Context: an optimization exercise on an open-source flow, tuned for small area and a short achievable clock period. The choices shown serve that exercise and are no tape-out recipe.
At most, simulation tests tie the RTL to the original design; equivalence was not proved.

==> inputs of xenon <==
## simple_ntt_core
module simple_ntt_core #(
  parameter int data_width      = 32,
  parameter int max_buffer_size = 4,
  parameter int modulus         = 3329,
  parameter int root            = 1729
) (
  input  logic                               clk,
  input  logic                               reset,
  input  logic [data_width-1:0]              input_buffer0,
  input  logic [data_width-1:0]              input_buffer1,
  input  logic [data_width-1:0]              input_buffer2,
  input  logic [data_width-1:0]              input_buffer3,
  input  logic [$clog2(max_buffer_size)-1:0] index,
  output logic [data_width-1:0]              output_buffer
);
  logic [19:0] rs;
  logic [19:0] rt;
  logic [1:0] k_r;
  logic v_r;
  wire k0x = index[0];
  wire x1 = input_buffer2[0] ^ k0x;
  wire x2 = input_buffer2[1] ^ k0x;
  wire x3 = input_buffer2[2] ^ k0x;
  wire x4 = input_buffer2[3] ^ k0x;
  wire x5 = input_buffer2[4] ^ k0x;
  wire x6 = input_buffer2[5] ^ k0x;
  wire x7 = input_buffer2[6] ^ k0x;
  wire x8 = input_buffer2[7] ^ k0x;
  wire x9 = input_buffer2[8] ^ k0x;
  wire x10 = input_buffer2[9] ^ k0x;
  wire x11 = input_buffer2[10] ^ k0x;
  wire x12 = input_buffer2[11] ^ k0x;
  wire x13 = input_buffer2[12] ^ k0x;
  ...
==> flow/config.mk <==
export PLATFORM = sky130hd
export DESIGN_NAME = simple_ntt_core
export DESIGN_NICKNAME = simple_ntt_core
export VERILOG_FILES = /design/flow/design.v
export SDC_FILE = /design/flow/constraint.sdc
export NUM_CORES = 4
export LEC_CHECK = 0
export CAP_MARGIN = 50
export CORE_MARGIN = 2
export CORE_UTILIZATION = 65
export CTS_BUF_LIST = sky130_fd_sc_hd__clkbuf_8
export PLACE_DENSITY = 0.75
export SLEW_MARGIN = 70
export SYNTH_HIERARCHICAL = 1
export SYNTH_MINIMUM_KEEP_SIZE = 0
==> flow/constraint.sdc <==
create_clock -name core_clock -period 55.0 [get_ports {clk}]
set_input_delay 11.0000 -clock core_clock [delete_from_list [all_inputs] [get_ports {clk}]]
set_output_delay 11.0000 -clock core_clock [all_outputs]
set_load 0.01 [all_outputs]
standard.sh (not shown) runs the stock make flow with config.mk's settings and CLKGATE_MAP_FILE= SYNTH_SCRIPT=/design/flow/synth_recipe.tcl, a recipe that flattens the netlist after the stock synthesis.
==> flow/flow/run.sh <==
#!/bin/bash
# The standard layout (standard.sh), except that the port buffers are
# made from the smallest buffer cell and the constant outputs share one tie cell.
export BUFFER_PORTS_ARGS="-buffer_cell sky130_fd_sc_hd__buf_1"
export SKIP_REPAIR_TIE_FANOUT=1
bash standard.sh > standard.log 2>&1
==> ember: changes against xenon <==
==> flow/config.mk (replaced) <==
export PLATFORM = sky130hd
export DESIGN_NAME = simple_ntt_core
export DESIGN_NICKNAME = simple_ntt_core
export VERILOG_FILES = /design/flow/design.v
export SDC_FILE = /design/flow/constraint.sdc
export NUM_CORES = 4
export LEC_CHECK = 0
export CAP_MARGIN = 20
export CORE_MARGIN = 2
export CORE_UTILIZATION = 65
export CTS_BUF_LIST = sky130_fd_sc_hd__clkbuf_8
export PLACE_DENSITY = 0.75
export SLEW_MARGIN = 85
export SYNTH_HIERARCHICAL = 1
export SYNTH_MINIMUM_KEEP_SIZE = 0
==> maple: changes against xenon <==
--- a/flow/design.v
+++ b/flow/design.v
@@ -908,23 +908,24 @@
   ntt_fa u531 (.a(s515), .b(tv[8]), .c(c530), .s(s531), .co(c531));
   wire s532, c532;
   ntt_fa u532 (.a(s516), .b(tv[9]), .c(c531), .s(s532), .co(c532));
   wire s533, c533;
   ntt_fa u533 (.a(s517), .b(tv[10]), .c(c532), .s(s533), .co(c533));
   wire s534, c534;
   ntt_ha u534 (.a(tv[11]), .b(c533), .s(s534), .co(c534));
   wire [12:0] y535 = {c534, s534, s533, s532, s531, s530, s529, s528, s527, s526, s525, s524, s523};
-  logic [12:0] y_r;
+  wire [13:0] yq = {1'b0, y535} - 14'd3329;
+  wire [11:0] res = yq[13] ? y535[11:0] : yq[11:0];
+  logic [11:0] out_r;
   always_ff @(posedge clk or posedge reset) begin
-    if (reset) y_r <= '0;
-    else       y_r <= y535 & {13{v_r}};
+    if (reset) out_r <= 12'd0;
+    else       out_r <= res & {12{v_r}};
   end
-  wire [13:0] yq = {1'b0, y_r} - 14'd3329;
-  assign output_buffer = {20'd0, yq[13] ? y_r[11:0] : yq[11:0]};
+  assign output_buffer = {20'd0, out_r};
 endmodule
 module ntt_fa (input logic a, input logic b, input logic c, output logic s, output logic co);
   assign s  = a ^ b ^ c;
   assign co = (a & b) | (a & c) | (b & c);
 endmodule
 module ntt_ha (input logic a, input logic b, output logic s, output logic co);
   assign s  = a ^ b;
   assign co = a & b;
==> flow/config.mk (replaced) <==
export PLATFORM = sky130hd
export DESIGN_NAME = simple_ntt_core
export DESIGN_NICKNAME = simple_ntt_core
export VERILOG_FILES = /design/flow/design.v
export SDC_FILE = /design/flow/constraint.sdc
export NUM_CORES = 4
export LEC_CHECK = 0
export CAP_MARGIN = 20
export CORE_MARGIN = 2
export CORE_UTILIZATION = 65
export CTS_BUF_LIST = sky130_fd_sc_hd__clkbuf_8
export PLACE_DENSITY = 0.75
export SLEW_MARGIN = 70
export SYNTH_HIERARCHICAL = 1
export SYNTH_MINIMUM_KEEP_SIZE = 0
==> garnet: changes against xenon <==
--- a/flow/design.v
+++ b/flow/design.v
@@ -133,17 +133,17 @@
   ntt_fa u75 (.a(i74), .b(s72), .c(c66), .s(s75), .co(c75));
   wire s76, c76;
   ntt_ha u76 (.a(s73), .b(c67), .s(s76), .co(c76));
   wire s77, c77;
   ntt_fa u77 (.a(input_buffer0[3]), .b(x4), .c(i62), .s(s77), .co(c77));
   wire s78, c78;
   ntt_fa u78 (.a(c54), .b(s44), .c(c68), .s(s78), .co(c78));
   wire s79, c79;
-  ntt_fa u79 (.a(s77), .b(s78), .c(c69), .s(s79), .co(c79));
+  ntt_fa u79 (.a(s77), .b(c69), .c(s78), .s(s79), .co(c79));
   wire s80, c80;
   ntt_fa u80 (.a(s46), .b(c70), .c(s79), .s(s80), .co(c80));
   wire i81 = ~s52;
   wire s82, c82;
   ntt_fa u82 (.a(s40), .b(c37), .c(i81), .s(s82), .co(c82));
   wire s83, c83;
   ntt_fa u83 (.a(c72), .b(s80), .c(c73), .s(s83), .co(c83));
   wire s84, c84;
@@ -181,46 +181,46 @@
   wire s102, c102;
   ntt_ha u102 (.a(c92), .b(s101), .s(s102), .co(c102));
   wire i103 = ~s43;
   wire s104, c104;
   ntt_fa u104 (.a(input_buffer0[6]), .b(x7), .c(i103), .s(s104), .co(c104));
   wire s105, c105;
   ntt_fa u105 (.a(c54), .b(s49), .c(c94), .s(s105), .co(c105));
   wire s106, c106;
-  ntt_fa u106 (.a(s104), .b(s105), .c(c95), .s(s106), .co(c106));
+  ntt_fa u106 (.a(s104), .b(c95), .c(s105), .s(s106), .co(c106));
   wire s107, c107;
   ntt_fa u107 (.a(i89), .b(c97), .c(s106), .s(s107), .co(c107));
   wire s108, c108;
   ntt_fa u108 (.a(s47), .b(c98), .c(s107), .s(s108), .co(c108));
   wire i109 = ~c42;
   wire s110, c110;
   ntt_fa u110 (.a(i109), .b(c99), .c(s108), .s(s110), .co(c110));
   wire s111, c111;
-  ntt_ha u111 (.a(s110), .b(c101), .s(s111), .co(c111));
+  ntt_ha u111 (.a(c101), .b(s110), .s(s111), .co(c111));
   wire s112, c112;
   ntt_fa u112 (.a(input_buffer0[7]), .b(x8), .c(s48), .s(s112), .co(c112));
   wire i113 = ~s44;
   wire s114, c114;
   ntt_fa u114 (.a(i113), .b(c104), .c(s112), .s(s114), .co(c114));
   wire s115, c115;
   ntt_fa u115 (.a(s50), .b(c105), .c(s114), .s(s115), .co(c115));
   wire s116, c116;
   ntt_fa u116 (.a(c106), .b(s115), .c(c47), .s(s116), .co(c116));
   wire s117, c117;
   ntt_fa u117 (.a(i100), .b(c107), .c(s116), .s(s117), .co(c117));
   wire s118, c118;
   ntt_fa u118 (.a(c108), .b(s117), .c(c110), .s(s118), .co(c118));
   wire s119, c119;
   ntt_fa u119 (.a(input_buffer0[8]), .b(x9), .c(c112), .s(s119), .co(c119));
-  wire i120 = ~s119;
+  wire i120 = ~c114;
   wire s121, c121;
   ntt_fa u121 (.a(s35), .b(s45), .c(i120), .s(s121), .co(c121));
   wire s122, c122;
-  ntt_fa u122 (.a(c114), .b(s41), .c(s51), .s(s122), .co(c122));
+  ntt_fa u122 (.a(s119), .b(s41), .c(s51), .s(s122), .co(c122));
   wire s123, c123;
   ntt_fa u123 (.a(s121), .b(s37), .c(s52), .s(s123), .co(c123));
   wire s124, c124;
   ntt_fa u124 (.a(c115), .b(s122), .c(c116), .s(s124), .co(c124));
   wire i125 = ~s123;
   wire s126, c126;
   ntt_fa u126 (.a(i125), .b(c117), .c(s124), .s(s126), .co(c126));
   wire s127, c127;
@@ -424,17 +424,17 @@
   ntt_fa u252 (.a(i251), .b(s249), .c(c243), .s(s252), .co(c252));
   wire s253, c253;
   ntt_ha u253 (.a(s250), .b(c244), .s(s253), .co(c253));
   wire s254, c254;
   ntt_fa u254 (.a(input_buffer1[3]), .b(x181), .c(i239), .s(s254), .co(c254));
   wire s255, c255;
   ntt_fa u255 (.a(c231), .b(s221), .c(c245), .s(s255), .co(c255));
   wire s256, c256;
-  ntt_fa u256 (.a(s254), .b(s255), .c(c246), .s(s256), .co(c256));
+  ntt_fa u256 (.a(s254), .b(c246), .c(s255), .s(s256), .co(c256));
   wire s257, c257;
   ntt_fa u257 (.a(s223), .b(c247), .c(s256), .s(s257), .co(c257));
   wire i258 = ~s229;
   wire s259, c259;
   ntt_fa u259 (.a(s217), .b(c214), .c(i258), .s(s259), .co(c259));
   wire s260, c260;
   ntt_fa u260 (.a(c249), .b(s257), .c(c250), .s(s260), .co(c260));
   wire s261, c261;
@@ -472,46 +472,46 @@
   wire s279, c279;
   ntt_ha u279 (.a(c269), .b(s278), .s(s279), .co(c279));
   wire i280 = ~s220;
   wire s281, c281;
   ntt_fa u281 (.a(input_buffer1[6]), .b(x184), .c(i280), .s(s281), .co(c281));
   wire s282, c282;
   ntt_fa u282 (.a(c231), .b(s226), .c(c271), .s(s282), .co(c282));
   wire s283, c283;
-  ntt_fa u283 (.a(s281), .b(s282), .c(c272), .s(s283), .co(c283));
+  ntt_fa u283 (.a(s281), .b(c272), .c(s282), .s(s283), .co(c283));
   wire s284, c284;
   ntt_fa u284 (.a(i266), .b(c274), .c(s283), .s(s284), .co(c284));
   wire s285, c285;
   ntt_fa u285 (.a(s224), .b(c275), .c(s284), .s(s285), .co(c285));
   wire i286 = ~c219;
   wire s287, c287;
   ntt_fa u287 (.a(i286), .b(c276), .c(s285), .s(s287), .co(c287));
   wire s288, c288;
-  ntt_ha u288 (.a(s287), .b(c278), .s(s288), .co(c288));
+  ntt_ha u288 (.a(c278), .b(s287), .s(s288), .co(c288));
   wire s289, c289;
   ntt_fa u289 (.a(input_buffer1[7]), .b(x185), .c(s225), .s(s289), .co(c289));
   wire i290 = ~s221;
   wire s291, c291;
   ntt_fa u291 (.a(i290), .b(c281), .c(s289), .s(s291), .co(c291));
   wire s292, c292;
   ntt_fa u292 (.a(s227), .b(c282), .c(s291), .s(s292), .co(c292));
   wire s293, c293;
   ntt_fa u293 (.a(c283), .b(s292), .c(c224), .s(s293), .co(c293));
   wire s294, c294;
   ntt_fa u294 (.a(i277), .b(c284), .c(s293), .s(s294), .co(c294));
   wire s295, c295;
   ntt_fa u295 (.a(c285), .b(s294), .c(c287), .s(s295), .co(c295));
   wire s296, c296;
   ntt_fa u296 (.a(input_buffer1[8]), .b(x186), .c(c289), .s(s296), .co(c296));
-  wire i297 = ~s296;
+  wire i297 = ~c291;
   wire s298, c298;
   ntt_fa u298 (.a(s212), .b(s222), .c(i297), .s(s298), .co(c298));
   wire s299, c299;
-  ntt_fa u299 (.a(c291), .b(s218), .c(s228), .s(s299), .co(c299));
+  ntt_fa u299 (.a(s296), .b(s218), .c(s228), .s(s299), .co(c299));
   wire s300, c300;
   ntt_fa u300 (.a(s298), .b(s214), .c(s229), .s(s300), .co(c300));
   wire s301, c301;
   ntt_fa u301 (.a(c292), .b(s299), .c(c293), .s(s301), .co(c301));
   wire i302 = ~s300;
   wire s303, c303;
   ntt_fa u303 (.a(i302), .b(c294), .c(s301), .s(s303), .co(c303));
   wire s304, c304;
==> flow/config.mk (replaced) <==
export PLATFORM = sky130hd
export DESIGN_NAME = simple_ntt_core
export DESIGN_NICKNAME = simple_ntt_core
export VERILOG_FILES = /design/flow/design.v
export SDC_FILE = /design/flow/constraint.sdc
export NUM_CORES = 4
export LEC_CHECK = 0
export CAP_MARGIN = 20
export CORE_MARGIN = 2
export CORE_UTILIZATION = 65
export CTS_BUF_LIST = sky130_fd_sc_hd__clkbuf_8
export PLACE_DENSITY = 0.75
export SLEW_MARGIN = 70
export SYNTH_HIERARCHICAL = 1
export SYNTH_MINIMUM_KEEP_SIZE = 0
==> summary.txt <==
In die area, ember and maple hardly differ. Clock-buffer cell count: maple is higher than xenon (1). In xenon the worst hold slack is higher than in maple, by 0.025 ns. The highest first-iteration DRC count belongs to ember, the lowest to garnet. The highest fmax belongs to xenon, the lowest to ember. In maple the clock skew is higher than in xenon, by 0.00092 ns. Design area, highest first: ember, maple, xenon, garnet. The highest non-clock buffer count belongs to ember, the lowest to garnet.
The RTL of maple was laid out without a check of its function.

==> static timing again, ports no longer ideal <==
No port has a modelled driver above. Below, the same layouts with a new extraction and two added sets of constraints.
Step 1 sets driving cells, clkbuf_16 on the clock port and buf_2 on the other inputs (assumed; they add their load-dependent delay and slew).
Step 2, shift: input delay + t, output delay - t, t = (earliest + latest rising clock arrival at the registers) / 2. This alone moves slack from input paths to output paths.
Slacks: no drivers / after step 1 / after step 2; pairs: no drivers / after step 1.
run | t (ns) | slack for setup (ns) | worst register clock-pin slew, ns | worst slew at a driven data input, ns | cell pins on the clock port's net
xenon | 0.358 | 39.382 / 39.374 / 39.016 | 0.11 / 0.11 | 0.07 | 1
ember | 0.357 | 38.941 / 38.916 / 38.559 | 0.11 / 0.11 | 0.08 | 1
maple | 0.338 | 39.053 / 39.063 / 38.726 | 0.10 / 0.10 | 0.06 | 1
garnet | 0.359 | 39.371 / 39.366 / 39.007 | 0.11 / 0.11 | 0.07 | 1
After both steps setup and hold are still met in every run listed. The setup slack of ember, which loses most, moves by -0.025 ns with the drivers and by -0.382 ns with both steps.
